Background: an optimization exercise with open tools, aiming at small area, a short achievable clock period and few clock cycles per item. Do not read the settings as production practice.
The RTL was checked by simulation tests, not by an equivalence proof against the original design.
Power figures rest on the tool's default switching activity, not on a simulated workload.

===== flow/design.v =====
package rau_pkg;
    localparam logic [2:0] MODE_ADD = 3'd0;
    localparam logic [2:0] MODE_SUB = 3'd1;
    localparam logic [2:0] MODE_MUL = 3'd2;
    localparam logic [2:0] MODE_DIV = 3'd3;
    localparam logic [2:0] MODE_NEG = 3'd4;
    localparam logic [2:0] MODE_INC = 3'd5;
    localparam logic [2:0] MODE_DEC = 3'd6;
    localparam logic [2:0] MODE_RED = 3'd7;
    localparam logic [1:0] ERR_OK       = 2'd0;
    localparam logic [1:0] ERR_ZERO_DEN = 2'd1;
    localparam logic [1:0] ERR_DIV_ZERO = 2'd2;
    localparam logic [1:0] ERR_OVERFLOW = 2'd3;
endpackage
module rational_arithmetic_unit (
    input  logic         aclk,
    input  logic         aresetn,
    input  logic         s_axis_tvalid,
    output logic         s_axis_tready,
    input  logic [135:0] s_axis_tdata,
    output logic         m_axis_tvalid,
    input  logic         m_axis_tready,
    output logic [71:0]  m_axis_tdata
);
    localparam logic [3:0] S_IDLE = 4'b0001;
    localparam logic [3:0] S_ERR  = 4'b0010;
    localparam logic [3:0] S_MUL  = 4'b0100;
    localparam logic [3:0] S_GCD  = 4'b1000;
    logic [2:0]  mode;
    logic [31:0] an, ad, bn, bd;
    assign mode = s_axis_tdata[2:0];
    assign an = s_axis_tdata[34:3];
    assign ad = s_axis_tdata[66:35];
    assign bn = s_axis_tdata[98:67];
    assign bd = s_axis_tdata[130:99];
    logic m_add, m_sub, m_mul, m_div, m_neg, m_inc, m_dec, two;
    assign m_add = (mode == rau_pkg::MODE_ADD);
    assign m_sub = (mode == rau_pkg::MODE_SUB);
    assign m_mul = (mode == rau_pkg::MODE_MUL);
    assign m_div = (mode == rau_pkg::MODE_DIV);
    assign m_neg = (mode == rau_pkg::MODE_NEG);
    assign m_inc = (mode == rau_pkg::MODE_INC);
    assign m_dec = (mode == rau_pkg::MODE_DEC);
    assign two   = ~mode[2];
    logic [3:0]  state;
    logic        ovalid;
    logic [4:0]  cnt;
    logic        first_r;
    logic        u1, w1, u2, w2, u3, w3;    
    logic        h1, h2, h3;                
    logic        se1, se2, se3;             
    logic [64:0] x;
    logic [63:0] y;
    logic signed [31:0] p1, p2;
    logic [30:0] q1, q2;
    logic        ovf_r;
    logic        abs_r;      
    logic        sgn_r;      
    logic [1:0]  k_r;        
    logic [1:0]  err_r;
    logic [1:0]  ecode_r;
    logic zd, dz;
    assign zd = (ad == 32'd0) || (two && bd == 32'd0);
    assign dz = m_div && (bn == 32'd0);
    logic [30:0] sig;
    logic [4:0]  top;
    integer j;
    always_comb begin
        sig = (bd[30:0] ^ {31{bd[31]}})
            | (m_mul ? (bn[30:0] ^ {31{bn[31]}}) : (ad[30:0] ^ {31{ad[31]}}));
        top = 5'd0;
        for (j = 0; j < 31; j = j + 1)
            if (sig[j]) top = 5'(j + 1);
    end
    logic [31:0] a2, a3;
    logic        en2, neg1, neg2, f;
    assign a2   = (m_inc || m_dec) ? ad : bn;
    assign a3   = m_div ? bn : ad;
    assign en2  = m_add || m_sub || m_inc || m_dec;
    assign neg1 = m_neg;
    assign neg2 = m_sub || m_dec;
    assign f    = a3[31] ^ (two && (m_div ? ad[31] : bd[31]));
    logic sp;
    assign sp = (m_mul || m_div || m_neg || mode == rau_pkg::MODE_RED)
             && (an[31] ^ (m_mul ? bn[31] : (m_div ? bd[31] : 1'b0)) ^ m_neg ^ f);
    logic [3:0]  nidx, didx;
    logic [32:0] ade, bne, bde;
    logic [2:0]  wad, wbn, wbd, nb1, nb2, nb3;
    assign nidx = cnt[3:0] - 4'd1;
    assign didx = state[0] ? top[4:1] : nidx;
    assign ade = {ad, 1'b0};
    assign bne = {bn, 1'b0};
    assign bde = {bd, 1'b0};
    always_comb begin
        wad = ade[{didx, 1'b0} +: 3];
        wbn = bne[{didx, 1'b0} +: 3];
        wbd = bde[{didx, 1'b0} +: 3];
        nb1 = m_mul ? wbn : wbd;
        nb2 = wad;
        nb3 = m_div ? wad : wbd;
    end
    logic        in_mul, in_abs;
    logic [31:0] ra3;
    logic [64:0] t1, t2, xs, cs_s, cs_c, xa, xb, x_add;
    logic [63:0] t3, ys, y_add;
    assign in_mul = state[2];
    assign in_abs = abs_r;
    assign ra3 = {q2[0], q1};
    always_comb begin
        t1 = u1 ? ((h1 ? {{32{p1[31]}}, p1, 1'b0} : {{33{p1[31]}}, p1}) ^ {65{w1}}) : 65'd0;
        t2 = u2 ? ((h2 ? {{32{p2[31]}}, p2, 1'b0} : {{33{p2[31]}}, p2}) ^ {65{w2}}) : 65'd0;
        t1[64:34] = {31{se1}};
        t2[64:34] = {31{se2}};
        xs = first_r ? {64'd0, u1 && w1} : {x[62:0], 1'b0, u1 && w1};
        cs_s = xs ^ t1 ^ t2;
        cs_c = {(xs[63:0] & t1[63:0]) | (xs[63:0] & t2[63:0]) | (t1[63:0] & t2[63:0]), u2 && w2};
        if (in_mul) begin
            xa = cs_s; xb = cs_c;
        end else if (in_abs) begin
            xa = ~x;   xb = 65'd1;
        end else begin
            xa = x;    xb = {1'b1, ~y[63:1], 1'b1};
        end
        x_add = xa + xb;
        if (in_mul) begin
            t3 = u3 ? ((h3 ? {{31{ra3[31]}}, ra3, 1'b0} : {{32{ra3[31]}}, ra3}) ^ {64{w3}}) : 64'd0;
            t3[63:34] = {30{se3}};
            ys = first_r ? {63'd0, u3 && w3} : {y[61:0], 1'b0, u3 && w3};
        end else begin
            t3 = {~x[63:1], 1'b1};
            ys = y;
        end
        y_add = ys + t3;
    end
    logic        x_zero, x_odd, y_odd, x_eq_y;
    logic [64:0] dsel;
    logic        ge;
    logic [1:0]  k;
    always_comb begin
        x_zero = (x == 65'd0);
        x_odd  = x[0];
        y_odd  = y[0];
        x_eq_y = (x == {1'b0, y});
        ge = (x >= {1'b0, y});
        dsel = ge ? x_add : {1'b0, y_add};
        k = k_r;
    end
    logic        sub_step, xev, yev, both, swap;
    logic [1:0]  kk;
    assign both     = !x_odd && !y_odd;
    assign xev      = !x_odd && y_odd;
    assign yev      = x_odd && !y_odd;
    assign sub_step = x_odd && y_odd;
    assign swap     = (sub_step && !ge) || yev;
    assign kk       = both ? 2'd1 : k;
    function automatic logic p_bad(input logic signed [34:0] v);
        p_bad = (v > 35'sd2147483647) || (v < -35'sd2147483647);
    endfunction
    function automatic logic q_bad(input logic [33:0] v);
        q_bad = (v > 34'd2147483647);
    endfunction
    function automatic logic p_bad_sh(input logic signed [31:0] v, input logic [1:0] sh);
        case (sh)
            2'd0: p_bad_sh = 1'b0;
            2'd1: p_bad_sh = (v >= 32'sh40000000) || (v <= -32'sh40000000);
            2'd2: p_bad_sh = (v >= 32'sh20000000) || (v <= -32'sh20000000);
            default: p_bad_sh = (v >= 32'sh10000000) || (v <= -32'sh10000000);
        endcase
    endfunction
    function automatic logic q_bad_sh(input logic [30:0] v, input logic [1:0] sh);
        case (sh)
            2'd0: q_bad_sh = 1'b0;
            2'd1: q_bad_sh = v[30];
            2'd2: q_bad_sh = |v[30:29];
            default: q_bad_sh = |v[30:28];
        endcase
    endfunction
    logic [64:0] xsrc, x_gcd;
    logic [63:0] y_gcd;
    logic signed [31:0] p1src;
    logic [30:0] q1src;
    logic signed [34:0] psum, p1n;
    logic [33:0] qsum, q1n;
    logic        bad1, bad2, bad_sum, bad1n;
    always_comb begin
        xsrc  = sub_step ? dsel : (yev ? {1'b0, y} : x);
        x_gcd = xsrc >> kk;
        if (both) y_gcd = y >> 1;
        else if (swap) y_gcd = x[63:0];
        else y_gcd = y;
        psum  = 35'(p1) + 35'(p2);
        qsum  = 34'(q1) + 34'(q2);
        p1src = swap ? p2 : p1;
        q1src = swap ? q2 : q1;
        p1n   = 35'(p1src) <<< k;
        q1n   = 34'(q1src) << k;
        bad1  = p_bad_sh(p1, k) || q_bad_sh(q1, k);
        bad2  = p_bad_sh(p2, k) || q_bad_sh(q2, k);
        bad_sum = p_bad(psum) || q_bad(qsum);
        bad1n = swap ? bad2 : bad1;
    end
    logic gcd_done, fin_eq;
    assign fin_eq   = sub_step && x_eq_y;
    assign gcd_done = ovf_r || x_zero || fin_eq;
    logic take, start;
    assign take  = state[1] || (state[3] && gcd_done && !in_abs);
    assign start = state[0] && s_axis_tvalid && (!ovalid || m_axis_tready);
    assign s_axis_tready = take;
    assign m_axis_tvalid = ovalid;
    always_ff @(posedge aclk) begin
        if (!aresetn) begin
            state  <= S_IDLE;
            ovalid <= 1'b0;
        end else begin
            if (m_axis_tready) ovalid <= 1'b0;
            if (take) ovalid <= 1'b1;
            if (start) state <= (zd || dz) ? S_ERR : S_MUL;
            if (state[1]) state <= S_IDLE;
            if (state[2] && cnt == 5'd0) state <= S_GCD;
            if (state[3] && take) state <= S_IDLE;
        end
    end
    always_ff @(posedge aclk) begin
        case (1'b1)
            state[0]: begin
                cnt     <= two ? {1'b0, top[4:1]} : 5'd0;
                sgn_r   <= sp;
                first_r <= 1'b1;
                ecode_r <= zd ? rau_pkg::ERR_ZERO_DEN : rau_pkg::ERR_DIV_ZERO;
                if (start) begin
                    p1 <= an;
                    p2 <= a2;
                    q1 <= a3[30:0];
                    q2 <= {30'd0, a3[31]};
                end
            end
            state[1]: begin
                err_r <= ecode_r;
            end
            state[2]: begin
                y <= y_add;
                first_r <= 1'b0;
                cnt <= {1'b0, nidx};
                if (cnt == 5'd0) begin
                    p1 <= sgn_r ? -32'sd1 : 32'sd1; p2 <= 32'sd0;
                    abs_r <= x_add[64];
                    q1 <= 31'd0;  q2 <= 31'd1;
                    ovf_r <= 1'b0;
                end
            end
            state[3]: begin
                if (gcd_done) begin
                    if (fin_eq && !ovf_r) begin
                        p2 <= psum[31:0];
                        q2 <= qsum[30:0];
                    end
                    err_r <= (ovf_r || (fin_eq && bad_sum))
                             ? rau_pkg::ERR_OVERFLOW : rau_pkg::ERR_OK;
                end else if (in_abs) begin
                    p1 <= -32'sd1;
                    abs_r <= 1'b0;
                end else begin
                    y <= y_gcd;
                    if (!both) begin
                        p1 <= p1n[31:0];
                        q1 <= q1n[30:0];
                    end
                    if (sub_step) begin
                        p2 <= psum[31:0];
                        q2 <= qsum[30:0];
                    end else if (yev) begin
                        p2 <= p1;
                        q2 <= q1;
                    end
                    ovf_r <= (!both && bad1n) || (sub_step && bad_sum);
                end
            end
            default: ;
        endcase
    end
    function automatic logic bz(input logic [2:0] d);
        bz = (d != 3'b000) && (d != 3'b111);
    endfunction
    function automatic logic bh(input logic [2:0] d);
        bh = (d == 3'b011) || (d == 3'b100);
    endfunction
    function automatic logic [1:0] k_of(input logic [2:0] xl, input logic [2:0] yl);
        logic [2:0] lv;
        if (!xl[0] && !yl[0]) lv = xl | yl;
        else if (!xl[0]) lv = xl;
        else if (!yl[0]) lv = yl;
        else lv = xl ^ yl;
        if (lv[0]) k_of = 2'd0;
        else if (lv[1]) k_of = 2'd1;
        else if (lv[2]) k_of = 2'd2;
        else k_of = 2'd3;
    endfunction
    logic [64:0] x_d;
    logic [63:0] y_nx;
    always_comb begin
        x_d  = (in_mul || in_abs) ? x_add : x_gcd;
        if (in_mul) y_nx = y_add;
        else if (state[3] && !gcd_done && !in_abs) y_nx = y_gcd;
        else y_nx = y;
    end
    always_ff @(posedge aclk) begin
        x <= x_d;
        k_r <= k_of(x_d[2:0], y_nx[2:0]);
    end
    logic nu1, nu2, nu3, nw1, nw2, nw3;
    logic [31:0] na3;
    always_comb begin
        nu1 = two ? bz(nb1) : 1'b1;
        nu2 = en2 && (two ? bz(nb2) : 1'b1);
        nu3 = two ? bz(nb3) : 1'b1;
        nw1 = neg1 ^ f ^ sp ^ (two && nb1[2]);
        nw2 = neg2 ^ f ^ sp ^ (two && nb2[2]);
        nw3 = f ^ (two && nb3[2]);
    end
    always_ff @(posedge aclk) begin
        se1 <= nu1 && ((state[0] ? an[31] : p1[31]) ^ nw1);
        se2 <= nu2 && ((state[0] ? a2[31] : p2[31]) ^ nw2);
        se3 <= nu3 && ((state[0] ? a3[31] : ra3[31]) ^ nw3);
    end
    always_ff @(posedge aclk) begin
        u1 <= two ? bz(nb1) : 1'b1;
        u2 <= en2 && (two ? bz(nb2) : 1'b1);
        u3 <= two ? bz(nb3) : 1'b1;
        h1 <= two && bh(nb1);
        h2 <= two && bh(nb2);
        h3 <= two && bh(nb3);
        w1 <= neg1 ^ f ^ sp ^ (two && nb1[2]);
        w2 <= neg2 ^ f ^ sp ^ (two && nb2[2]);
        w3 <= f ^ (two && nb3[2]);
    end
    logic ok;
    assign ok = (err_r == rau_pkg::ERR_OK);
    assign m_axis_tdata = {7'd0, err_r, ok ? q2 : 31'd1, ok ? p2 : 32'd0};
endmodule

===== flow/run.sh =====
#!/bin/bash
# synth_recipe.tcl (not shown) runs the flow's synth.tcl, then flattens the netlist and writes it again
# the make line also repeats each setting of config.mk as NAME=value (left out here)
make -C /OpenROAD-flow-scripts/flow DESIGN_CONFIG=/design/flow/config.mk WORK_HOME=/design/flow/orfs CLKGATE_MAP_FILE= SYNTH_SCRIPT=/design/flow/synth_recipe.tcl finish

===== flow/config.mk =====
export PLATFORM = sky130hd
export DESIGN_NAME = rational_arithmetic_unit
export DESIGN_NICKNAME = rational_arithmetic_unit
export VERILOG_FILES = /design/flow/design.v
export SDC_FILE = /design/flow/constraint.sdc
export NUM_CORES = 4
export LEC_CHECK = 0
export CAP_MARGIN = 20
export CORE_MARGIN = 2
export CORE_UTILIZATION = 40
export SETUP_SLACK_MARGIN = 4
export SLEW_MARGIN = 20

===== flow/constraint.sdc =====
create_clock -name core_clock -period 10.0 [get_ports {aclk}]
set_input_delay 2.0000 -clock core_clock [delete_from_list [all_inputs] [get_ports {aclk}]]
set_output_delay 2.0000 -clock core_clock [all_outputs]
set_load 0.01 [all_outputs]

==> results of run 1 <==
## state kept, by name (all words and copies together), names as in the netlist, 2 cells and up
signal   cells
x           65
ecode_r      2
state        4
err_r        2
p2          32
q2          31
k_r          2
q1          31
y           64
p1          32
cnt          4
## tightest hold or removal path, stage by stage, from the launching register on
cell	delay (ns)
dfxtp_1	0.31
nand2b_1	0.08
a21boi_0	0.08
## worst paths after layout
kind / startpoint / end / slack, ns / cells past startpoint
worst min-delay path: ovalid / ovalid / 0.52 / 2
worst max-delay path: y[29] / s_axis_tready / 4.07 / 11
worst min register to register: ovalid / ovalid / 0.52 / 2
worst max register to register: state[2] / x[60] / 4.12 / 18
## report_power, final
group | total, mW | switching [mW] | leakage (nW) | internal, mW
registers | 2.42 | 0.791 | 2.63 | 1.63
clock network | 1.55 | 0.644 | 0.682 | 0.902
logic | 8.99 | 5.44 | 15.3 | 3.55
## cell type report
class / count / area [um^2]
Sequential cell: 286 / 7779
Tap cell: 1380 / 1727
Clock buffer: 54 / 1167
Antenna cell: 1 / 2.502
Clock inverter: 20 / 203.9
Fill cell: 10402 / 56670
Timing Repair Buffer: 301 / 2973
Inverter: 149 / 563.0
Multi-Input combinational cell: 4536 / 32120
## timing repair
action                                  4_1_cts  5_1_grt
cloned                                        1        4
resized for setup                            44       44
endpoints found under the setup margin       58       48
setup buffers                                 8       30
pin swaps                                     2        7
## layout by cell type, fill, tap and decap left out, types with 45 or more instances in the layout
master,n
nor2b_1,138
a21oi_1,365
o21ai_0,469
nand3_1,119
a31oi_1,49
buf_4,81
clkbuf_16,46
inv_1,145
xnor2_1,242
o31ai_1,46
dfxtp_1,70
and2_1,157
nor2_1,271
o22ai_1,99
nor3_1,74
o21bai_1,45
edfxtp_1,201
nand2_1,594
a211oi_1,73
ha_1,262
mux2i_1,460
xor2_1,101
and3_1,86
clkdlybuf4s50_1,198
nor4_1,57
or3_1,47
a21o_1,104
fa_1,67
nand4_1,61
## routing by layer
| metal | GRT usage (%) | routed length, um |
|---|---|---|
| met1 | 40.51 | 71460 |
| met2 | 47.80 | 75610 |
| met3 | 5.168 | 14680 |
| met4 | 14.83 | 9195 |
| met5 | 0 | 46 |
## cells by family (layout without fill, tap and decap cells)
family          after synthesis  in the layout
flops                       286            286
fa+ha+maj                   332            332
other cells                   1              8
compound gates             1624           1624
xor+xnor                    344            344
simple gates               1732           1734
buf+inv                     530            524
mux                         495            495
==> results.yml, run 1 <==
finish:
  utilization_after_layout_pct: 45.09
  num-nets-final: 5786
  final-instance-count-excl-fill: 6727
  area_growth_syn_to_fin_pct: 12.06
  layout_cells_sized_above_1_pct: 6.154
  final_design_area_no_fill_um2: 46540
synthesis:
  syn_avg_cell_area_um2: 7.771
  synth-seq-cells: 286
  synth-compound-area-share_pct: 24.93
  number_of_synthesized_flops_with_an_enable_pin: 201
  synthXorXnorAreaFrac_pct: 7.288
  synth-warning-count: 1
  synth_top_cells_by_count: "nand2_1, o21ai_0, mux2i_1, a21oi_1, clkbuf_1"
  synthDominantAreaCellType: "edfxtp_1"
  cells_after_synthesis: 5344
  synth_top_cells_by_area: "edfxtp_1, mux2i_1, ha_1"
  netlist_area_um2: 41530
  synthMostInstantiatedCell: "nand2_1"
  synthArstFlopShare_pct: 0
  seq_area_frac_synth_pct: 18.63
  synth_top_family_by_area: "compound AO/OA/AOI/OAI gates"
  ys.flop_type: "edfxtp_1"
  synthesized_area_fraction_occupied_by_adder_cells_pct: 11.21
  post-synth-top-area-fraction_pct: 14.53
  post_synth_num_cell_types: 102
  yosys.area_share.simple_pct: 20.50
  multiplexer_share_of_the_synthesized_area_pct: 12.32
route:
  avgRoutedWirePerCell_um: 25.42
  detail_route.vias_per_cell: 6.380
  num_vias: 42921
  drcViolationCount: 0
  drt-pass1-iter-count: 6
  drt_first_iter_violations: 4834
  totalWireLength_mm: 171.0
  ant_nets: 0
sta:
  report.final.setup_viol: 0
  min_period_ns: 5.932
  skew_ns: 0.04322
  hold_viol_final: 0
  hold_slack_ns: 0.5222
  slew_headroom_pct: 28.17
  rsz0062_at_grt: "yes"
  max_clock_freq_ghz: 0.1686
  timing.final.ws_setup_ns: 4.068
  totalNegativeSetupSlack_ns: 0
  slew_violations: 0
  tightest_slew_ns: 1.077
  final_min_period_over_clock_period_pct: 59.32
die:
  row_count: 118
  die-area_um2: 106400
  coreArea_um2: 103200
  start_util_pct: 40.24
  dieWidth_um: 326.2
  die_height_um: 326.2
  ios: 214
worst_setup_path:
  setup.worst_path.class: "reg2out"
  cp-end-kind: "output port"
  worst_ep_arrival_time_ns: 3.93
  largest_delay_share_family_worst_path: "simple AND/OR/NAND/NOR gates"
  worstPathCellList: "inv_1, ha_1, and4_1, nand3_1, or4_1, nor4_4, buf_4, a211o_2, a31oi_2, inv_1, clkdlybuf4s50_1"
  critical-path-max-stage-delay_ns: 0.53
  start_kind: "register"
  cp.required_ns: 8.00
  cp.buffers_inverters: 4
  critical-path-top-cell-by-count: "inv_1"
  critical_path.slowest_cell: "clkdlybuf4s50_1"
  crit_path_max_fanout: 7
clock_tree:
  cts_max_path_buffers: 3
  clock-sinks: 286
  cts-hold-fix-buffers: 0
  cts_tree: "done"
  clock_latency_ns: 0.64
  cts_made_buffers: 40
  number_of_h_tree_levels: 2
  clk_root_buffer_cell: "clkbuf_16"
  path_clk_slew_ns: 0.06
global_route:
  first_pass_grt_wire_length_mm: 252.5
  grt_overflow: 0
  groute.usage.overall_pct: 30.47
  number_of_antenna_violations_at_the_first_check_in_global_routing: 5
  first_global_vias: 40166
  grt_start_max_net_pins: 175
status:
  status: "timing/DRC/antenna clean"
hold_path:
  min-delay-path-class: "reg2reg"
placement:
  detailed_place.area_um2: 44370
  portBuffers: 201
  gp_congestion: 0.9936
  place.detailed.hpwl_mm: 125.7
  placed_cells: 6609
  worst_setup_slack_post_dpl_ns: 2.777
power_and_ir_drop:
  power.static_leakage_nw: 18.59
  vdd_ir_drop_max_mv: 0.2457
  finalPower_mw: 12.96
  power_per_cell_area_nw_per_um2: 278.4
job:
  drv.max_cap_violation_count: 0
Testbench counts, summed over its fixed seeds: cycles 49,017, items 2,400.
==> run 2, diff against run 1 <==
--- a/flow/config.mk
+++ b/flow/config.mk
@@ -6,4 +6,5 @@
 export NUM_CORES = 4
 export LEC_CHECK = 0
+export ABC_AREA = 1
 export CAP_MARGIN = 20
 export CORE_MARGIN = 2
==> run 2 against run 1 <==
  * Still clean
  * Via count is 12% higher
  * Total power is 4.1% higher
  * Final cell count increased by 18%
  * Design area is 1.2% lower
  * Hold slack worse by 0.017 ns
  * Worst setup slack gained 0.11 ns
  * Register-to-register slack better by 0.06 ns
  * Clock power up 5%
  * First-iteration DRC count increased by 14%
  * Routed wire length grew 20%
  * Utilization is 0.17 points higher
  * Die area is 1.6% lower
  * Critical endpoint is now k_r[0]
  * Largest cell class unchanged
  * Largest power group unchanged
  * Highest routed layer unchanged
==> results.yml, run 2 <==
status:
  status: "timing/DRC/antenna clean"
synthesis:
  synthDominantAreaCellType: "edfxtp_1"
  cells_after_synthesis: 6494
  synthMostInstantiatedCell: "nand2_1"
  number_of_synthesized_flops_with_an_enable_pin: 201
  seq_area_frac_synth_pct: 18.93
  ys.flop_type: "edfxtp_1"
  synth_top_cells_by_count: "nand2_1, inv_1, o21ai_0, a21oi_1, nor2_1"
  post_synth_num_cell_types: 66
  syn_avg_cell_area_um2: 6.294
  synth_top_cells_by_area: "edfxtp_1, nand2_1, o21ai_0"
  synth-warning-count: 1
  post-synth-top-area-fraction_pct: 14.77
  netlist_area_um2: 40870
  synthArstFlopShare_pct: 0
  synth-seq-cells: 286
global_route:
  first_global_vias: 44833
  grt_start_max_net_pins: 104
  grt_overflow: 0
  number_of_antenna_violations_at_the_first_check_in_global_routing: 7
  first_pass_grt_wire_length_mm: 295.9
  groute.usage.overall_pct: 38.05
die:
  ios: 214
  start_util_pct: 40.23
  die-area_um2: 104800
  row_count: 117
  dieWidth_um: 323.7
  die_height_um: 323.7
  coreArea_um2: 101600
worst_setup_path:
  cp-end-kind: "register"
  worst_ep_arrival_time_ns: 6.31
  start_kind: "register"
  crit_path_max_fanout: 13
  critical_path.reg2reg.startpoint: "y[19]"
  cp.required_ns: 10.49
  critical_path.startpoint: "y[19]"
  setup.worst_path.class: "reg2reg"
sta:
  slew_violations: 0
  rsz0062_at_grt: "yes"
  slew_headroom_pct: 18.45
  tightest_slew_ns: 1.215
  final_min_period_over_clock_period_pct: 58.24
  max_clock_freq_ghz: 0.1717
  skew_ns: 0.02340
  min_period_ns: 5.824
  totalNegativeSetupSlack_ns: 0
  report.final.setup_viol: 0
  timing.final.ws_setup_ns: 4.176
  hold_viol_final: 0
placement:
  place.detailed.hpwl_mm: 156.1
  portBuffers: 201
  gp_congestion: 1.051
  placed_cells: 7792
  worst_setup_slack_post_dpl_ns: 2.394
power_and_ir_drop:
  power_per_cell_area_nw_per_um2: 293.2
  comb_power_share_pct: 71.6
  seq_power_share_pct: 16.4
  power.static_leakage_nw: 19.54
  swShare_pct: 58.88
  intPower_mw: 5.544
  clock_power_share_pct: 12.0
  vdd_ir_drop_max_mv: 0.1166
  total_switching_power_mw: 7.939
route:
  totalWireLength_mm: 204.5
  drt_first_iter_violations: 5533
  detail_route.vias_per_cell: 6.086
  ant_nets: 0
  avgRoutedWirePerCell_um: 25.84
  drcViolationCount: 0
  num_vias: 48156
  drt-pass1-iter-count: 10
finish:
  largestRegisters: "x x65, y x64"
  n_fill_cell: 10953
  layout_cells_sized_above_1_pct: 5.167
  layout_commonest_cell: "nand2_1"
  largest_register_ff_count: 65
  final-instance-count-excl-fill: 7913
  final_cell_mix: "nand2_1, inv_1, o21ai_0"
  num-nets-final: 6982
  area_growth_syn_to_fin_pct: 12.51
  regMostFlops: "x"
hold_path:
  min-delay-path-class: "reg2reg"
  worstHoldStart: "state[3]"
clock_tree:
  cts-hold-fix-buffers: 0
  clock_latency_ns: 0.61
  clock-sinks: 286
  cts_tree: "done"
  path_clk_slew_ns: 0.06
  cts_made_buffers: 41
  clk_root_buffer_cell: "clkbuf_16"
  number_of_h_tree_levels: 2
  cts_max_path_buffers: 3
job:
  drv.max_cap_violation_count: 0
-- run 2: cell types whose count changed in the layout (fill, tap and decap cells not counted), moves of 262 or more --
| cell | previous run | this run |
|---|---|---|
| nand2_1 | 594 | 1261 |
| nor2_1 | 271 | 538 |
| o21ai_0 | 469 | 731 |
| inv_1 | 145 | 766 |
| mux2i_1 | 460 | 10 |
| nand3_1 | 119 | 437 |
-- run 2: path summary, 6_finish.rpt --
kind / slack, ns / end / cells after the start
worst max register to register: 4.18 / k_r[0] / 25
worst min register to register: 0.51 / state[0] / 2
worst min-delay path: 0.51 / state[0] / 2
worst max-delay path: 4.18 / k_r[0] / 25
-- run 2: power groups by stage --
stage	Sequential, mW	Combinational (mW)	Clock [mW]
after floorplan	1.94	6.13	0
after global placement	2.20	9.10	0
after detailed placement	2.19	9.15	0
after CTS	2.17	9.23	1.62
after global routing	2.21	10.4	1.67
final	2.21	9.66	1.62
-- run 2: routing by layer --
metal | up-vias | share of wire [%] | wire length [um] | GRT usage (%)
met5 | - | 0.032 | 66 | 0
li1 | 22492 | - | - | -
met4 | 10 | 10 | 20980 | 32.35
met1 | 22165 | 37 | 74950 | 44.14
met3 | 807 | 9.2 | 18780 | 8.291
met2 | 2682 | 44 | 89690 | 59.80
-- run 2: cell families (layout without fill, tap and decap cells) --
group | count (synthesis) | in the layout | synth area share (%)
mux | 10 | 10 | 0.2449
other cells | 1 | 10 | 0.009174
simple gates | 2496 | 2499 | 25.71
fa+ha+maj | 332 | 332 | 11.39
buf+inv | 1146 | 1185 | 10.95
compound gates | 2029 | 2029 | 28.61
xor+xnor | 194 | 194 | 4.157
flops | 286 | 286 | 18.93
-- run 2: worst max-delay path, cell delays in order (launching register included) --
cell      delay (ns)
edfxtp_1        0.44
inv_1           0.53
ha_1            0.34
nand2_1         0.09
inv_1           0.07
nand3_1         0.10
nor4_2          0.05
buf_4           0.17
buf_12          0.13
nor3_1          0.13
nand3_1         0.19
nor2_1          0.48
nand2_1         0.49
nand2_1         0.87
or2_2           0.26
nand3_1         0.10
nand3_1         0.09
nand2_1         0.06
nand2_1         0.06
nand2_1         0.12
ha_1            0.31
or2_2           0.29
nand3_1         0.08
nand2_1         0.05
nor2_1          0.13
nand2_1         0.06
-- run 2: layout make-up --
| type | instances | area (um^2) | share of cell area (%) |
|---|---|---|---|
| multi-input cells | 5071 | 29020 | 63.10 |
| flip-flops and latches | 286 | 7762 | 16.88 |
| clock buffers | 53 | 1196 | 2.601 |
| diodes | 3 | 7.507 | 0.01632 |
| well taps | 1368 | 1712 | 3.722 |
| clock inverters | 22 | 249.0 | 0.5414 |
| repair buffers | 315 | 3013 | 6.552 |
| inverters | 795 | 3029 | 6.587 |
-- run 2: metrics by stage --
step	total power, mW	instance area, um^2	hold slack [ns]	utilization (%)
6_report	13.48	45990	0.5051	45.26
5_1_grt	14.28	45980	0.5247	45.26
4_1_cts	13.02	45500	0.5058	44.79
3_5_place_dp	11.34	43830	0.5007	43.14
3_3_place_gp	11.30	43830	0.4908	43.14
2_1_floorplan	8.071	40920	0.4706	-
-- run 2: repair_timing --
| action | 4_1_cts | 5_1_grt |
|---|---|---|
| cloned | 2 | 1 |
| resized for setup | 28 | 62 |
| pin swaps | 6 | 7 |
| buffers inserted | 12 | 28 |
| endpoints found under the setup margin | 65 | 85 |
==> run 3, diff against run 2 <==
--- a/flow/config.mk
+++ b/flow/config.mk
@@ -6,8 +6,7 @@
 export NUM_CORES = 4
 export LEC_CHECK = 0
-export ABC_AREA = 1
 export CAP_MARGIN = 20
 export CORE_MARGIN = 2
 export CORE_UTILIZATION = 40
-export SETUP_SLACK_MARGIN = 4
+export SETUP_SLACK_MARGIN = 4.5
 export SLEW_MARGIN = 20
==> run 3 against run 2 <==
  * Die area rose by 1.6%
  * Sequential share of layout area decreased by 0.77 points
  * Routed wire length decreased by 14%
  * Combinational power fell by 2.3%
  * Hold slack gained 0.037 ns
  * Utilization increased by 1.6 points
  * Area after synthesis grew 1.6%
  * Critical endpoint is now h1
  * Largest cell class unchanged
==> results.yml, run 3 <==
status:
  status: "timing/DRC/antenna clean"
finish:
  layout_commonest_cell: "nand2_1"
  final_cell_mix: "nand2_1, o21ai_0, mux2i_1"
  num-nets-final: 5905
  regMostFlops: "x"
  largestRegisters: "x x65, y x64"
  layout_cells_sized_above_1_pct: 10.40
  n_fill_cell: 10283
  final_design_area_no_fill_um2: 48370
  largest_register_ff_count: 65
  area_growth_syn_to_fin_pct: 16.48
synthesis:
  synth_top_cells_by_area: "edfxtp_1, mux2i_1, ha_1"
  cells_after_synthesis: 5344
  synth_top_family_by_area: "compound AO/OA/AOI/OAI gates"
  synth-warning-count: 1
  post-synth-top-area-fraction_pct: 14.53
  seq_area_frac_synth_pct: 18.63
  post_synth_num_cell_types: 102
  synth-compound-area-share_pct: 24.93
  syn_avg_cell_area_um2: 7.771
  ys.flop_type: "edfxtp_1"
  synthDominantAreaCellType: "edfxtp_1"
  synthXorXnorAreaFrac_pct: 7.288
  multiplexer_share_of_the_synthesized_area_pct: 12.32
  number_of_synthesized_flops_with_an_enable_pin: 201
  synth_top_cells_by_count: "nand2_1, o21ai_0, mux2i_1, a21oi_1, clkbuf_1"
  yosys.area_share.simple_pct: 20.50
  netlist_area_um2: 41530
  synthArstFlopShare_pct: 0
  synthesized_area_fraction_occupied_by_adder_cells_pct: 11.21
  synthMostInstantiatedCell: "nand2_1"
  synth-seq-cells: 286
global_route:
  first_global_vias: 41108
  number_of_antenna_violations_at_the_first_check_in_global_routing: 4
  grt_overflow: 0
  groute.usage.overall_pct: 31.28
  grt_start_max_net_pins: 99
  first_pass_grt_wire_length_mm: 259.0
sta:
  final_min_period_over_clock_period_pct: 54.95
  rsz0062_at_grt: "no"
  max_clock_freq_ghz: 0.1820
  skew_ns: 0.02000
  slew_violations: 0
  report.final.setup_viol: 0
  hold_viol_final: 0
  totalNegativeSetupSlack_ns: 0
  slew_headroom_pct: 26.64
  tightest_slew_ns: 1.096
  min_period_ns: 5.495
power_and_ir_drop:
  seq_power_share_pct: 18.0
  swShare_pct: 52.62
  comb_power_share_pct: 70.6
  total_switching_power_mw: 7.033
  power.static_leakage_nw: 19.56
  finalPower_mw: 13.37
  clock_power_share_pct: 11.4
  power_per_cell_area_nw_per_um2: 276.3
  intPower_mw: 6.334
  vdd_ir_drop_max_mv: 0.1997
die:
  die-area_um2: 106400
  dieWidth_um: 326.2
  die_height_um: 326.2
  ios: 214
  row_count: 118
  start_util_pct: 40.24
  coreArea_um2: 103200
worst_setup_path:
  timing.rr.end: "x[39]"
  critical-path-top-cell-by-count: "mux4_2"
  crit_path_max_fanout: 17
  cp-end-kind: "register"
  r2r_worst_path_depth: 21
  start_kind: "input port"
  worstPathCellList: "clkdlybuf4s50_1, or3_1, nand3_1, o2111ai_1, nor2_2, a41oi_4, buf_8, mux2i_2, mux4_2, mux4_2, or3b_1, a21oi_1"
  setup.worst_path.class: "in2reg"
  regToRegSetupSlack_ns: 4.65
  critical-path-max-stage-delay_ns: 0.65
  critical_path.startpoint: "s_axis_tdata[50]"
  worst_ep_arrival_time_ns: 5.96
  critical_path.reg2reg.startpoint: "p2[6]"
  cp.buffers_inverters: 2
  critical_path.slowest_cell: "clkdlybuf4s50_1"
  endpoint: "h1"
  worst-path-stages: 12
  cp.required_ns: 10.47
  largest_delay_share_family_worst_path: "multiplexers"
route:
  totalWireLength_mm: 175.4
  avgRoutedWirePerCell_um: 25.64
  drt-pass1-iter-count: 6
  num_vias: 43716
  detail_route.vias_per_cell: 6.388
  ant_nets: 0
  drcViolationCount: 0
  drt_first_iter_violations: 4912
job:
  drv.max_cap_violation_count: 0
placement:
  portBuffers: 201
  gp_congestion: 1.015
  place.detailed.hpwl_mm: 125.9
  detailed_place.area_um2: 44340
clock_tree:
  clk_root_buffer_cell: "clkbuf_16"
  clock-sinks: 286
  number_of_h_tree_levels: 2
  cts_made_buffers: 40
  cts_tree: "done"
  cts_max_path_buffers: 3
  clock_latency_ns: 0.59
  path_clk_slew_ns: 0.07
hold_path:
  min-delay-path-class: "reg2reg"
-- run 3: what timing repair did --
item	CTS	global route
gates cloned	9	3
buffers inserted	72	80
gates resized for setup	114	195
pin swaps	21	54
hold buffers	0	0
endpoints found under the hold margin	0	0
endpoints found under the setup margin	167	110
-- run 3: metrics by stage --
step / instances / utilization [%] / hold WS [ns] / setup slack [ns]
global route: 6842 / 46.87 / 0.5806 / 4.440
floorplan: 5350 / - / 0.4898 / 4.599
global placement: 6607 / 42.97 / 0.5157 / 2.546
finish: 6843 / 46.87 / 0.5422 / 4.505
detailed placement: 6607 / 42.97 / 0.5355 / 2.468
CTS: 6759 / 45.54 / 0.5500 / 4.486
-- run 3: per-layer routing --
layer / global-route usage, % / up-vias / wire length [um]
met5: 0 / - / 13
met4: 16.44 / 2 / 10770
met3: 5.611 / 519 / 16210
met2: 48.85 / 2245 / 76800
met1: 41.11 / 21051 / 71630
li1: - / 19899 / -
-- run 3: worst min-delay path: cells and delay by family (launching register included) --
family	cells	cell delay, ns
compound gates	1	0.08
simple gates	1	0.10
flops	1	0.31
-- run 3: cell families after synthesis --
kind of cell | count (synthesis)
compound gates | 1624
xor+xnor | 344
fa+ha+maj | 332
buf+inv | 530
flops | 286
mux | 495
other cells | 1
simple gates | 1732
-- run 3: worst min-delay path by stage --
stage | from | endpoint | slack (ns) | cells past startpoint
3_3_place_gp | ovalid | ovalid | 0.52 | 2
3_5_place_dp | ovalid | ovalid | 0.54 | 2
6_report | ovalid | ovalid | 0.54 | 2
2_1_floorplan | state[0] | ecode_r[0] | 0.49 | 0
4_1_cts | ovalid | ovalid | 0.55 | 2
5_1_grt | ovalid | ovalid | 0.58 | 2
-- run 3: cell type report --
cell class                 count  area, um^2  share of cell area [%]
sequential                   286        7792                   16.11
multi-input combinational   4539       32800                   67.80
antenna                        1       2.502                0.005173
tap                         1380        1727                   3.569
timing repair buffer         417        4175                   8.631
inverter                     149       559.3                   1.156
clock inverter                16       210.2                  0.4345
clock buffer                  55        1109                   2.292
-- run 3: power by group through the flow --
stage          Combinational, mW  Sequential, mW  Clock, mW
4_1_cts                     8.85            2.39       1.53
3_3_place_gp                8.44            2.47          0
5_1_grt                     10.3            2.42       1.57
2_1_floorplan               6.55            1.96          0
3_5_place_dp                8.52            2.47          0
6_report                    9.44            2.41       1.52
==> run 4, diff against run 3 <==
--- a/flow/config.mk
+++ b/flow/config.mk
@@ -6,4 +6,5 @@
 export NUM_CORES = 4
 export LEC_CHECK = 0
+export ABC_AREA = 1
 export CAP_MARGIN = 20
 export CORE_MARGIN = 2
==> run 4 against run 3 <==
  * Critical path type is now reg2out
  * Flip-flop and latch count unchanged
  * Clock power increased by 7%
  * Sequential share of layout area increased by 0.39 points
  * Design area decreased by 2.7%
  * Largest cell class unchanged
==> results.yml, run 4 <==
route:
  drt-pass1-iter-count: 9
  met3RoutedLength_mm: 18.82
  num_vias: 48800
  detail_route.vias_per_cell: 6.121
  totalWireLength_mm: 207.8
  ant_nets: 0
  top_routing_layer_in_use: "met5"
  met1_length_mm: 76.62
  avgRoutedWirePerCell_um: 26.06
  route.met2.wl_mm: 90.92
  drt_first_iter_violations: 5580
  drcViolationCount: 0
die:
  coreArea_um2: 101600
  dieWidth_um: 323.7
  die_height_um: 323.7
  row_count: 117
  start_util_pct: 40.23
  die-area_um2: 104800
  ios: 214
worst_setup_path:
  critical_path.reg2reg.startpoint: "p2[1]"
  r2r_worst_path_depth: 24
  cp-end-kind: "output port"
  critical-path-top-cell-by-count: "nand4_1"
  cp.required_ns: 8.00
  regToRegSetupSlack_ns: 4.61
  worstPathCellList: "clkinvlp_4, ha_4, nand4_1, nor3_2, nand4_1, nor4_2, buf_4, a21oi_1, nand2_1, inv_2, o31ai_4, buf_6, clkbuf_2"
  critical_path.slowest_cell: "edfxtp_1"
  worst_ep_arrival_time_ns: 3.55
  timing.rr.end: "x[53]"
  setup.worst_path.class: "reg2out"
  crit_path_max_fanout: 3
  start_kind: "register"
  critical-path-max-stage-delay_ns: 0.48
status:
  status: "timing/DRC/antenna clean"
clock_tree:
  cts_max_path_buffers: 3
  number_of_h_tree_levels: 2
  clock_latency_ns: 0.61
  clock-sinks: 286
  path_clk_slew_ns: 0.06
  cts_made_buffers: 41
  cts_tree: "done"
  cts-hold-fix-buffers: 0
  clk_root_buffer_cell: "clkbuf_16"
sta:
  final_min_period_over_clock_period_pct: 55.46
  tightest_slew_ns: 1.168
  max_clock_freq_ghz: 0.1803
  slew_violations: 0
  hold_viol_final: 0
  report.final.setup_viol: 0
  totalNegativeSetupSlack_ns: 0
  min_period_ns: 5.546
  rsz0062_at_grt: "yes"
  skew_ns: 0.02100
  slew_headroom_pct: 22.05
finish:
  regMostFlops: "x"
  seq_area_um2: 7771
  n_fill_cell: 10880
  largest_register_ff_count: 65
  layout_cells_sized_above_1_pct: 7.318
  num-nets-final: 7040
  layout_commonest_cell: "nand2_1"
  largestRegisters: "x x65, y x64"
  area_of_the_multi_input_gates_um2: 29560
  final-instance-count-excl-fill: 7972
  final_cell_mix: "nand2_1, inv_1, o21ai_0"
  area_growth_syn_to_fin_pct: 15.20
synthesis:
  synth_top_cells_by_count: "nand2_1, inv_1, o21ai_0, a21oi_1, nor2_1"
  synth-seq-cells: 286
  synthMostInstantiatedCell: "nand2_1"
  seq_area_frac_synth_pct: 18.93
  cells_after_synthesis: 6494
  ys.flop_type: "edfxtp_1"
  synth_top_cells_by_area: "edfxtp_1, nand2_1, o21ai_0"
  syn_avg_cell_area_um2: 6.294
  synthArstFlopShare_pct: 0
  synthDominantAreaCellType: "edfxtp_1"
  post-synth-top-area-fraction_pct: 14.77
  number_of_synthesized_flops_with_an_enable_pin: 201
  netlist_area_um2: 40870
  synth-warning-count: 1
  post_synth_num_cell_types: 66
power_and_ir_drop:
  swShare_pct: 58.63
  power_per_cell_area_nw_per_um2: 292.6
  vdd_ir_drop_max_mv: 0.1176
  total_switching_power_mw: 8.079
  seq_power_share_pct: 16.1
  intPower_mw: 5.700
  clock_power_share_pct: 11.8
  power.static_leakage_nw: 19.94
  comb_power_share_pct: 72.1
placement:
  placed_cells: 7792
  portBuffers: 201
  place.detailed.hpwl_mm: 156.1
  gp_congestion: 1.051
hold_path:
  hold_path_end: "state[0]"
  worstHoldStart: "state[3]"
  worst_hold_path.num_cells: 2
  min-delay-path-class: "reg2reg"
global_route:
  number_of_antenna_violations_at_the_first_check_in_global_routing: 4
  grt_start_max_net_pins: 104
  first_global_vias: 45149
  first_pass_grt_wire_length_mm: 297.2
  groute.usage.overall_pct: 38.19
  grt_overflow: 0
job:
  drv.max_cap_violation_count: 0
-- run 4: per-layer routing --
metal | global-route usage [%] | vias to the layer above
met5 | 0 | -
met2 | 60.30 | 2869
li1 | - | 22617
met4 | 32.33 | 6
met1 | 44.46 | 22480
met3 | 7.785 | 828
-- run 4: power groups by stage --
stage	Clock (mW)	Sequential, mW	Combinational [mW]
3_3_place_gp	0	2.20	9.10
6_report	1.63	2.21	9.94
5_1_grt	1.67	2.21	10.7
2_1_floorplan	0	1.94	6.13
3_5_place_dp	0	2.19	9.15
4_1_cts	1.62	2.17	9.32
-- run 4: cell type report --
class                           instances  area share [%]
Antenna cell                            4         0.02126
Timing Repair Buffer                  369           7.501
Clock buffer                           53           2.540
Multi-Input combinational cell       5075           62.77
Tap cell                             1368           3.635
Inverter                              795           6.499
Clock inverter                         22          0.5288
Sequential cell                       286           16.50
-- run 4: through the flow --
step                      setup WS, ns  total power [mW]  cell area (um^2)  util [%]  hold slack (ns)
after CTS                        4.488             13.11             45860     45.14           0.5058
after global placement           2.423             11.30             43830     43.14           0.4908
final                            4.455             13.78             47090     46.35           0.5095
after detailed placement         2.394             11.34             43830     43.14           0.5007
after floorplan                  4.994             8.071             40920         -           0.4706
after global routing             4.356             14.58             47080     46.34           0.5247
-- run 4: kinds of logic (layout without fill, tap and decap cells) --
family / Yosys count / count (layout) / share of synthesized area (%)
other: 1 / 11 / 0.009174
multiplexers: 10 / 10 / 0.2449
AND/OR/NAND/NOR: 2496 / 2503 / 25.71
adder cells (fa/ha/maj): 332 / 332 / 11.39
buffers and inverters: 1146 / 1239 / 10.95
AO/OA/AOI/OAI: 2029 / 2029 / 28.61
XOR/XNOR: 194 / 194 / 4.157
flip-flops: 286 / 286 / 18.93
-- run 4: how the worst max path moves through the flow --
stage	from	end	depth (start not counted)
after detailed placement	s_axis_tdata[130]	se1	20
after global routing	y[22]	s_axis_tready	13
after floorplan	s_axis_tvalid	p2[0]	4
final	y[22]	s_axis_tready	13
after global placement	s_axis_tdata[130]	se1	19
after CTS	s_axis_tdata[98]	se1	32
-- run 4: timing repair --
action / CTS / global route
gates resized for setup: 84 / 158
pin swaps: 10 / 20
setup buffers: 30 / 61
setup endpoints to repair: 109 / 125
gates cloned: 3 / 6
-- run 4: critical path: cells and delay by family, from the launching register on --
kind / cells / cell delay [ns]
AND/OR/NAND/NOR: 5 / 0.83
flip-flops: 1 / 0.48
adder cells (fa/ha/maj): 1 / 0.39
buffers and inverters: 5 / 0.92
AO/OA/AOI/OAI: 2 / 0.33
==> run 5, diff against run 4 <==
--- a/flow/config.mk
+++ b/flow/config.mk
@@ -10,4 +10,4 @@
 export CORE_MARGIN = 2
 export CORE_UTILIZATION = 40
-export SETUP_SLACK_MARGIN = 4.5
+export SETUP_SLACK_MARGIN = 5
 export SLEW_MARGIN = 20
==> run 5 against run 4 <==
  * Utilization is 1.8 points higher
  * Via count up 2.1%
  * Synthesized cell count is the same
  * Combinational power increased by 7%
  * Die area did not move
  * Final cell count increased by 1.2%
  * Critical path type unchanged
  * Routed wire length is 1.0% higher
  * Total power increased by 4.1%
  * Still clean
  * Design area is 4.0% higher
==> results.yml, run 5 <==
status:
  status: "timing/DRC/antenna clean"
finish:
  largestRegisters: "x x65, y x64"
  final-instance-count-excl-fill: 8068
  largest_register_ff_count: 65
  utilization_after_layout_pct: 48.19
  layout_commonest_cell: "nand2_1"
  final_cell_mix: "nand2_1, inv_1, o21ai_0"
  area_growth_syn_to_fin_pct: 19.77
  num-nets-final: 7132
  n_fill_cell: 10767
  layout_cells_sized_above_1_pct: 10.94
  regMostFlops: "x"
clock_tree:
  path_clk_slew_ns: 0.06
  clock_latency_ns: 0.65
  number_of_h_tree_levels: 2
  clk_root_buffer_cell: "clkbuf_16"
  cts_tree: "done"
  clock-sinks: 286
  cts_made_buffers: 40
  cts_max_path_buffers: 3
synthesis:
  synth-warning-count: 1
  cells_after_synthesis: 6494
  synth_top_cells_by_area: "edfxtp_1, nand2_1, o21ai_0"
  synth_top_cells_by_count: "nand2_1, inv_1, o21ai_0, a21oi_1, nor2_1"
  ys.flop_type: "edfxtp_1"
  synthMostInstantiatedCell: "nand2_1"
  synth-seq-cells: 286
  post-synth-top-area-fraction_pct: 14.77
  netlist_area_um2: 40870
  post_synth_num_cell_types: 66
  number_of_synthesized_flops_with_an_enable_pin: 201
  synthDominantAreaCellType: "edfxtp_1"
  synthArstFlopShare_pct: 0
  syn_avg_cell_area_um2: 6.294
  seq_area_frac_synth_pct: 18.93
sta:
  slew_headroom_pct: 21.13
  tightest_slew_ns: 1.175
  max_clock_freq_ghz: 0.1843
  hold_slack_ns: 0.4975
  min_period_ns: 5.425
  skew_ns: 0.05132
  rsz0062_at_grt: "yes"
  hold_viol_final: 0
  totalNegativeSetupSlack_ns: 0
  slew_violations: 0
  timing.final.ws_setup_ns: 4.575
  report.final.setup_viol: 0
  final_min_period_over_clock_period_pct: 54.25
worst_setup_path:
  crit_path_max_fanout: 6
  largest_delay_share_family_worst_path: "simple AND/OR/NAND/NOR gates"
  cp.required_ns: 8.00
  worstPathCellList: "nor4_2, nand4_1, nor4_4, nand3_1, nand2_1, inv_2, o31ai_4, buf_6, buf_6"
  critical_path.reg2reg.startpoint: "p2[2]"
  setup.worst_path.class: "reg2out"
  worst_ep_arrival_time_ns: 3.42
  regToRegSetupSlack_ns: 5.09
  cp.buffers_inverters: 3
  critical_path.slowest_cell: "nor4_2"
  critical-path-max-stage-delay_ns: 0.54
  start_kind: "register"
  critical-path-top-cell-by-count: "buf_6"
  cp-end-kind: "output port"
  critical_path.startpoint: "x[15]"
route:
  drt_first_iter_violations: 6072
  avgRoutedWirePerCell_um: 26.01
  drt-pass1-iter-count: 7
  drcViolationCount: 0
  totalWireLength_mm: 209.9
  ant_nets: 0
  num_vias: 49847
  detail_route.vias_per_cell: 6.178
global_route:
  met3_usage_pct: 8.660
  grt_start_max_net_pins: 120
  first_pass_grt_wire_length_mm: 301.3
  globalRouteMet1Util_pct: 44.79
  grt_overflow: 0
  number_of_antenna_violations_at_the_first_check_in_global_routing: 11
  global_route.peak_usage_layer: "met2"
  groute.layer.met2.usage_pct: 60.46
  first_global_vias: 46209
  groute.usage.overall_pct: 38.76
die:
  ios: 214
  die_height_um: 323.7
  coreArea_um2: 101600
  start_util_pct: 40.23
  row_count: 117
  die-area_um2: 104800
  dieWidth_um: 323.7
placement:
  placed_cells: 7795
  portBuffers: 201
  worst_setup_slack_post_dpl_ns: 2.357
  place.detailed.hpwl_mm: 154.5
  gp_congestion: 1.056
power_and_ir_drop:
  vdd_ir_drop_max_mv: 0.1821
  power_per_cell_area_nw_per_um2: 293.0
  power.static_leakage_nw: 20.93
job:
  drv.max_cap_violation_count: 0
hold_path:
  worstHoldStart: "state[3]"
  min-delay-path-class: "reg2reg"
==> run 5: routing by layer <==
| layer | routed length (um) | part of all wire, % | up-vias |
|---|---|---|---|
| met1 | 76000 | 36 | 23087 |
| met2 | 91050 | 43 | 2995 |
| met3 | 20010 | 9.5 | 964 |
| li1 | - | - | 22795 |
| met4 | 22790 | 11 | 6 |
| met5 | 42 | 0.020 | - |
==> run 5: worst reg2reg max path, delay by kind of cell (launching register included) <==
family	cells	cell delay (ns)
fa+ha+maj	2	0.83
buf+inv	3	0.38
simple gates	8	0.84
xor+xnor	1	0.23
compound gates	13	2.06
flops	1	0.48
==> run 5: worst paths after layout <==
| kind | end | cells after the start |
|---|---|---|
| worst max-delay path | s_axis_tready | 9 |
| worst min-delay path | state[3] | 2 |
| worst max register to register | x[39] | 27 |
| worst min register to register | state[3] | 2 |
==> run 5: per-stage QoR <==
step           total power, mW  cell area (um^2)
6_report                 14.35             48960
5_1_grt                  15.13             48940
4_1_cts                  13.28             46770
3_5_place_dp             11.33             43850
3_3_place_gp             11.28             43850
2_1_floorplan            8.071             40920
==> run 5: cell families after synthesis <==
family                     count (synthesis)  synth area share [%]
xor gates and xnor gates                 194                 4.157
adders and majority gates                332                 11.39
DFF                                      286                 18.93
muxes                                     10                0.2449
AOI/OAI and AO/OA                       2029                 28.61
and+or+nand+nor                         2496                 25.71
buffers and inverters                   1146                 10.95
other                                      1              0.009174
==> run 5: timing repair <==
action | 4_1_cts | 5_1_grt
endpoints found under the setup margin | 231 | 221
hold buffers | 0 | 0
pin swaps | 27 | 54
gates resized for setup | 210 | 354
buffers inserted | 69 | 107
cloned | 9 | 5
==> run 5: cell type report <==
cell class / count / area [um^2] / share of cell area [%]
Multi-Input combinational cell: 5075 / 30380 / 62.05
Tap cell: 1368 / 1712 / 3.496
Inverter: 795 / 3075 / 6.282
Antenna cell: 8 / 20.02 / 0.04089
Clock buffer: 60 / 1220 / 2.492
Clock inverter: 14 / 197.7 / 0.4038
Timing Repair Buffer: 462 / 4579 / 9.354
Sequential cell: 286 / 7776 / 15.88
==> run 5: power breakdown <==
group	internal [mW]	total (mW)	switching (mW)
combinational	3.39	10.6	7.18
clock	0.931	1.61	0.677
sequential	1.64	2.17	0.529
total	5.96	14.3	8.38
==> run 6, diff against run 5 <==
--- a/flow/config.mk
+++ b/flow/config.mk
@@ -10,4 +10,4 @@
 export CORE_MARGIN = 2
 export CORE_UTILIZATION = 40
-export SETUP_SLACK_MARGIN = 5
+export SETUP_SLACK_MARGIN = 4.7
 export SLEW_MARGIN = 20
==> run 6 against run 5 <==
  * Fmax rose by 1.3%
  * Total power down 3.3%
  * Final cell count fell by 0.92%
  * Combinational power fell by 6%
  * Largest power group unchanged
  * Sequential share of layout area increased by 0.48 points
  * Routed wire length shrank 0.54%
==> results.yml, run 6 <==
global_route:
  grt_start_max_net_pins: 104
  groute.usage.overall_pct: 38.37
  grt_overflow: 0
  first_global_vias: 45240
  first_pass_grt_wire_length_mm: 298.4
  number_of_antenna_violations_at_the_first_check_in_global_routing: 5
sta:
  hold_viol_final: 0
  tightest_slew_ns: 1.201
  skew_ns: 0.02273
  max_clock_freq_ghz: 0.1868
  rsz0062_at_grt: "yes"
  final_min_period_over_clock_period_pct: 53.53
  hold_slack_ns: 0.5074
  min_period_ns: 5.353
  totalNegativeSetupSlack_ns: 0
  report.final.setup_viol: 0
  slew_violations: 0
  slew_headroom_pct: 19.11
  timing.final.ws_setup_ns: 4.647
route:
  drt-pass1-iter-count: 12
  num_vias: 49023
  totalWireLength_mm: 208.8
  avgRoutedWirePerCell_um: 26.11
  ant_nets: 0
  drt_first_iter_violations: 5672
  detail_route.vias_per_cell: 6.132
  drcViolationCount: 0
power_and_ir_drop:
  comb_power_share_pct: 72.4
  power_per_cell_area_nw_per_um2: 291.9
  swShare_pct: 58.51
  seq_power_share_pct: 15.9
  vdd_ir_drop_max_mv: 0.1167
  clock_power_share_pct: 11.7
  total_switching_power_mw: 8.113
  intPower_mw: 5.753
  power.static_leakage_nw: 20.19
finish:
  regMostFlops: "x"
  final_cell_mix: "nand2_1, inv_1, o21ai_0"
  layout_commonest_cell: "nand2_1"
  largestRegisters: "x x65, y x64"
  largest_register_ff_count: 65
  n_fill_cell: 10845
  utilization_after_layout_pct: 46.76
  area_of_the_multi_input_gates_um2: 29720
  num-nets-final: 7063
  seq_area_um2: 7776
  layout_cells_sized_above_1_pct: 8.002
  area_growth_syn_to_fin_pct: 16.23
synthesis:
  seq_area_frac_synth_pct: 18.93
  post_synth_num_cell_types: 66
  synthMostInstantiatedCell: "nand2_1"
  number_of_synthesized_flops_with_an_enable_pin: 201
  synth_top_cells_by_count: "nand2_1, inv_1, o21ai_0, a21oi_1, nor2_1"
  cells_after_synthesis: 6494
  synth-seq-cells: 286
  synthDominantAreaCellType: "edfxtp_1"
  synth-warning-count: 1
  synthArstFlopShare_pct: 0
  ys.flop_type: "edfxtp_1"
  synth_top_cells_by_area: "edfxtp_1, nand2_1, o21ai_0"
  post-synth-top-area-fraction_pct: 14.77
  syn_avg_cell_area_um2: 6.294
  netlist_area_um2: 40870
clock_tree:
  clock_latency_ns: 0.61
  cts_tree: "done"
  clock-sinks: 286
  cts_max_path_buffers: 3
  clk_root_buffer_cell: "clkbuf_16"
  cts_made_buffers: 41
  number_of_h_tree_levels: 2
  path_clk_slew_ns: 0.06
  cts-hold-fix-buffers: 0
placement:
  portBuffers: 201
  worst_setup_slack_post_dpl_ns: 2.394
  gp_congestion: 1.051
  place.detailed.hpwl_mm: 156.1
worst_setup_path:
  start_kind: "register"
  critical-path-max-stage-delay_ns: 0.56
  cp.required_ns: 8.00
  largest_delay_share_family_worst_path: "simple AND/OR/NAND/NOR gates"
  setup.worst_path.class: "reg2out"
  cp.buffers_inverters: 3
  critical_path.slowest_cell: "nor4_1"
  crit_path_max_fanout: 6
  worstPathCellList: "nor4_1, nand4_1, nor4_4, nand3_1, nand2_1, inv_2, o31ai_4, buf_6, buf_6"
  critical-path-top-cell-by-count: "buf_6"
  worst_ep_arrival_time_ns: 3.35
  cp-end-kind: "output port"
die:
  die_height_um: 323.7
  ios: 214
  start_util_pct: 40.23
  dieWidth_um: 323.7
  row_count: 117
  coreArea_um2: 101600
  die-area_um2: 104800
hold_path:
  min-delay-path-class: "reg2reg"
status:
  status: "timing/DRC/antenna clean"
job:
  drv.max_cap_violation_count: 0
-- run 6: cell counts after synthesis --
Identical to the previous run, type by type.
-- run 6: final timing paths --
check,from,to,slack [ns],depth (start not counted)
max,x[52],s_axis_tready,4.65,9
min,state[3],state[0],0.51,2
max reg2reg,y[23],k_r[0],4.75,27
min reg2reg,state[3],state[0],0.51,2
-- run 6: cells by family (layout without fill, tap and decap cells) --
| kind of cell | Yosys count | after routing | synth area share, % |
|---|---|---|---|
| simple gates | 2496 | 2504 | 25.71 |
| compound gates | 2029 | 2029 | 28.61 |
| buf+inv | 1146 | 1261 | 10.95 |
| fa+ha+maj | 332 | 332 | 11.39 |
| flops | 286 | 286 | 18.93 |
| xor+xnor | 194 | 194 | 4.157 |
| mux | 10 | 10 | 0.2449 |
| other cells | 1 | 10 | 0.009174 |
-- run 6: cell type report --
type / count / area share [%]
Antenna cell: 3 / 0.01580
Clock buffer: 53 / 2.518
Sequential cell: 286 / 16.37
Multi-Input combinational cell: 5076 / 62.56
Timing Repair Buffer: 391 / 7.991
Tap cell: 1368 / 3.603
Clock inverter: 22 / 0.5241
Inverter: 795 / 6.423
-- run 6: metrics by stage --
| stage | instance area [um^2] | total power, mW | cells |
|---|---|---|---|
| 2_1_floorplan | 40920 | 8.071 | 6500 |
| 6_report | 47510 | 13.87 | 7994 |
| 5_1_grt | 47500 | 14.66 | 7991 |
| 3_3_place_gp | 43830 | 11.30 | 7792 |
| 3_5_place_dp | 43830 | 11.34 | 7792 |
| 4_1_cts | 46170 | 13.17 | 7914 |
-- run 6: power by group through the flow --
stage                     sequential [mW]  clock (mW)  combinational [mW]
after floorplan                      1.94           0                6.13
after global placement               2.20           0                9.10
after detailed placement             2.19           0                9.15
after CTS                            2.17        1.62                9.38
after global routing                 2.20        1.67                10.8
final                                2.21        1.62                10.0
-- run 6: worst reg2reg max path: stages, from the launching register on --
cell and delay [ns]:
edfxtp_1 0.46, inv_1 0.42, ha_1 0.32, nand2_1 0.12, nor2_1 0.07, nand3_1 0.08
nor4_2 0.05, buf_4 0.17, buf_4 0.18, nor3_1 0.13, nand3_1 0.18, nor2_2 0.35
nand3_2 0.31, buf_12 0.27, clkinv_1 0.18, buf_6 0.29, a21oi_1 0.18, nand3_1 0.11
nand3_1 0.08, nand2_1 0.08, nand2_1 0.05, nand2_1 0.17, ha_1 0.26, or2_2 0.30
nand3_1 0.08, nand2_1 0.05, nor2_1 0.14, nand2_1 0.06
-- run 6: timing repair --
item	in CTS	in global routing
pin swaps	16	34
endpoints found under the hold margin	0	0
setup endpoints to repair	144	118
gates resized for setup	133	159
buffers inserted	42	69
gates cloned	5	8
-- run 6: routing by layer --
layer,GRT usage [%],wire [um],vias up
met2,60.59,91210,2862
met3,7.405,18860,855
met5,0,14,-
met1,44.91,76570,22645
met4,32.52,22110,2
li1,-,-,22659
==> run 7, diff against run 6 <==
--- a/flow/config.mk
+++ b/flow/config.mk
@@ -7,7 +7,7 @@
 export LEC_CHECK = 0
 export ABC_AREA = 1
-export CAP_MARGIN = 20
+export CAP_MARGIN = 10
 export CORE_MARGIN = 2
 export CORE_UTILIZATION = 40
-export SETUP_SLACK_MARGIN = 4.7
-export SLEW_MARGIN = 20
+export SETUP_SLACK_MARGIN = 4.5
+export SLEW_MARGIN = 10
==> run 7 against run 6 <==
  * Still clean
  * Clock power hardly changed
  * Design area is 0.85% lower
  * Register-to-register slack worse by 0.06 ns
  * Via count hardly changed
  * Clock-buffer cell count stayed put
  * Worst setup slack worse by 0.14 ns
  * Routed wire length is 0.62% lower
==> results.yml, run 7 <==
synthesis:
  synth-warning-count: 1
  number_of_synthesized_flops_with_an_enable_pin: 201
  netlist_area_um2: 40870
  synth_top_cells_by_area: "edfxtp_1, nand2_1, o21ai_0"
  ys.flop_type: "edfxtp_1"
  synth_top_cells_by_count: "nand2_1, inv_1, o21ai_0, a21oi_1, nor2_1"
  synthArstFlopShare_pct: 0
  seq_area_frac_synth_pct: 18.93
  post-synth-top-area-fraction_pct: 14.77
  cells_after_synthesis: 6494
  synthDominantAreaCellType: "edfxtp_1"
  synthMostInstantiatedCell: "nand2_1"
  syn_avg_cell_area_um2: 6.294
  post_synth_num_cell_types: 66
  synth-seq-cells: 286
power_and_ir_drop:
  finalPower_mw: 13.77
  power.static_leakage_nw: 19.95
  power_per_cell_area_nw_per_um2: 292.4
  vdd_ir_drop_max_mv: 0.1170
finish:
  layout_cells_sized_above_1_pct: 7.303
  regMostFlops: "x"
  utilization_after_layout_pct: 46.36
  layout_commonest_cell: "nand2_1"
  final_cell_mix: "nand2_1, inv_1, o21ai_0"
  n_fill_cell: 10871
  largest_register_ff_count: 65
  largestRegisters: "x x65, y x64"
  final-instance-count-excl-fill: 7971
  area_growth_syn_to_fin_pct: 15.24
  num-nets-final: 7040
die:
  die-area_um2: 104800
  dieWidth_um: 323.7
  row_count: 117
  coreArea_um2: 101600
  start_util_pct: 40.23
  ios: 214
  die_height_um: 323.7
global_route:
  first_global_vias: 45149
  grt_start_max_net_pins: 104
  groute.usage.overall_pct: 38.19
  grt_overflow: 0
  first_pass_grt_wire_length_mm: 297.2
  number_of_antenna_violations_at_the_first_check_in_global_routing: 5
worst_setup_path:
  critical_path.slowest_cell: "edfxtp_1"
  worstPathCellList: "clkinvlp_4, ha_4, nand4_1, nor3_2, nand4_1, nor4_2, buf_4, a21oi_1, nand2_1, inv_2, o31ai_4, buf_6, clkbuf_2"
  worst_ep_arrival_time_ns: 3.50
  cp.buffers_inverters: 5
  cp.required_ns: 8.00
  critical-path-max-stage-delay_ns: 0.48
  critical-path-top-cell-by-count: "nand4_1"
  start_kind: "register"
  crit_path_max_fanout: 3
  setup.worst_path.class: "reg2out"
  cp-end-kind: "output port"
  largest_delay_share_family_worst_path: "buffers and inverters"
route:
  detail_route.vias_per_cell: 6.146
  drcViolationCount: 0
  num_vias: 48988
  totalWireLength_mm: 207.5
  ant_nets: 0
  drt-pass1-iter-count: 7
  avgRoutedWirePerCell_um: 26.03
  drt_first_iter_violations: 5497
placement:
  portBuffers: 201
  place.detailed.hpwl_mm: 156.1
  gp_congestion: 1.051
  placed_cells: 7792
sta:
  slew_violations: 0
  report.final.setup_viol: 0
  slew_headroom_pct: 13.39
  skew_ns: 0.02226
  hold_viol_final: 0
  min_period_ns: 5.497
  final_min_period_over_clock_period_pct: 54.97
  max_clock_freq_ghz: 0.1819
  totalNegativeSetupSlack_ns: 0
  tightest_slew_ns: 1.286
  rsz0062_at_grt: "yes"
clock_tree:
  cts_max_path_buffers: 3
  cts_tree: "done"
  cts_made_buffers: 41
  path_clk_slew_ns: 0.06
  cts-hold-fix-buffers: 0
  clock_latency_ns: 0.61
  clock-sinks: 286
  clk_root_buffer_cell: "clkbuf_16"
  number_of_h_tree_levels: 2
status:
  status: "timing/DRC/antenna clean"
job:
  drv.max_cap_violation_count: 0
hold_path:
  min-delay-path-class: "reg2reg"
run 7: routing by layer:
metal,track usage [%],part of all wire (%),vias up
li1,-,-,22636
met1,44.46,37,22688
met5,0,0.020,-
met4,32.33,10,6
met3,7.785,8.8,869
met2,60.30,44,2789
run 7: worst paths after layout:
check                              start             to  slack [ns]  cells past startpoint
worst max register to register     p2[5]          x[58]        4.69                     26
worst min-delay path            state[3]       state[0]        0.51                      2
worst max-delay path               y[22]  s_axis_tready        4.50                     13
worst min register to register  state[3]       state[0]        0.51                      2
run 7: cells by family after synthesis:
logic type / after synthesis / share of synthesized area [%]
and+or+nand+nor: 2496 / 25.71
AOI/OAI and AO/OA: 2029 / 28.61
buffers and inverters: 1146 / 10.95
adders and majority gates: 332 / 11.39
DFF: 286 / 18.93
xor gates and xnor gates: 194 / 4.157
muxes: 10 / 0.2449
other: 1 / 0.009174
run 7: stage by stage:
step | setup WS (ns) | hold WS [ns] | cell area, um^2
after floorplan | 4.994 | 0.4706 | 40920
after global placement | 2.423 | 0.4908 | 43830
after detailed placement | 2.394 | 0.5007 | 43830
after CTS | 4.488 | 0.5058 | 45860
after global routing | 4.375 | 0.5247 | 47100
final | 4.503 | 0.5105 | 47100
run 7: report_power, final:
part / total (mW) / internal [mW] / leakage [nW] / switching (mW)
Combinational: 9.94 / 3.08 / 16.6 / 6.86
Clock: 1.62 / 0.976 / 0.723 / 0.642
Sequential: 2.21 / 1.64 / 2.63 / 0.565
Total: 13.8 / 5.70 / 19.9 / 8.07
run 7: area by class of cell:
type,count,area [um^2],share of cell area [%]
flip-flops and latches,286,7771,16.50
inverters,795,3060,6.497
diodes,3,7.507,0.01594
repair buffers,369,3535,7.504
multi-input cells,5075,29570,62.78
well taps,1368,1712,3.634
clock inverters,22,249.0,0.5286
clock buffers,53,1196,2.539
run 7: timing repair:
action	CTS	global route
endpoints found under the setup margin	109	127
setup buffers	30	62
pin swaps	10	19
cloned	3	6
gates resized for setup	84	162
run 7: worst reg2reg max path, cell delays in order, from the launching register on:
cell      delay (ns)
edfxtp_1        0.49
inv_1           0.19
nand2_1         0.06
o21ai_0         0.14
o21ai_0         0.15
a21oi_2         0.21
fa_1            0.45
a22oi_1         0.19
o21ai_0         0.12
ha_1            0.39
nand2_1         0.09
o21ai_1         0.17
a21oi_2         0.07
o21ai_2         0.22
a21boi_2        0.09
buf_4           0.17
buf_4           0.14
o21ai_2         0.26
a21oi_2         0.16
o21ai_0         0.36
xor2_1          0.38
nand2_1         0.09
o211ai_1        0.15
nand2_1         0.11
nand2_1         0.10
nor2_1          0.04
nor3_1          0.20

## afterwards: timing with drivers on the ports
The flow's constraints put no driver on any port. The routed layouts listed below were extracted and timed again, unchanged, in two steps.
Step 1 assumes that a clkbuf_16 drives the clock port and a buf_2 every other input.
Step 2, shift: input delay + t, output delay - t, t = (earliest + latest rising clock arrival at the registers) / 2. This alone moves slack from input paths to output paths.
a / b / c = ideal ports / drivers / drivers and shift; a / b = the first two.
run	shift t [ns]	setup slack, ns	worst hold slack (ns)	latest minus earliest clock arrival (ns)	pins driven straight from the clock port
run 1	0.681	4.068 / 4.001 / 3.457	0.522 / 0.522 / 0.522	0.044 / 0.043	1
run 2	0.677	4.176 / 4.176 / 3.595	0.505 / 0.505 / 0.505	0.024 / 0.023	1
run 3	0.650	4.505 / 4.557 / 3.907	0.542 / 0.542 / 0.542	0.020 / 0.020	1
run 4	0.678	4.454 / 4.378 / 4.117	0.510 / 0.510 / 0.510	0.021 / 0.021	1
run 5	0.706	4.575 / 4.494 / 4.457	0.497 / 0.497 / 0.497	0.051 / 0.051	1
run 6	0.676	4.647 / 4.569 / 4.239	0.507 / 0.507 / 0.507	0.023 / 0.023	1
run 7	0.675	4.503 / 4.427 / 4.125	0.511 / 0.511 / 0.511	0.023 / 0.023	1
After both steps setup and hold are still met in every run listed. For run 1, which loses most, drivers alone change the setup slack by -0.067 ns; drivers and shift together by -0.611 ns.
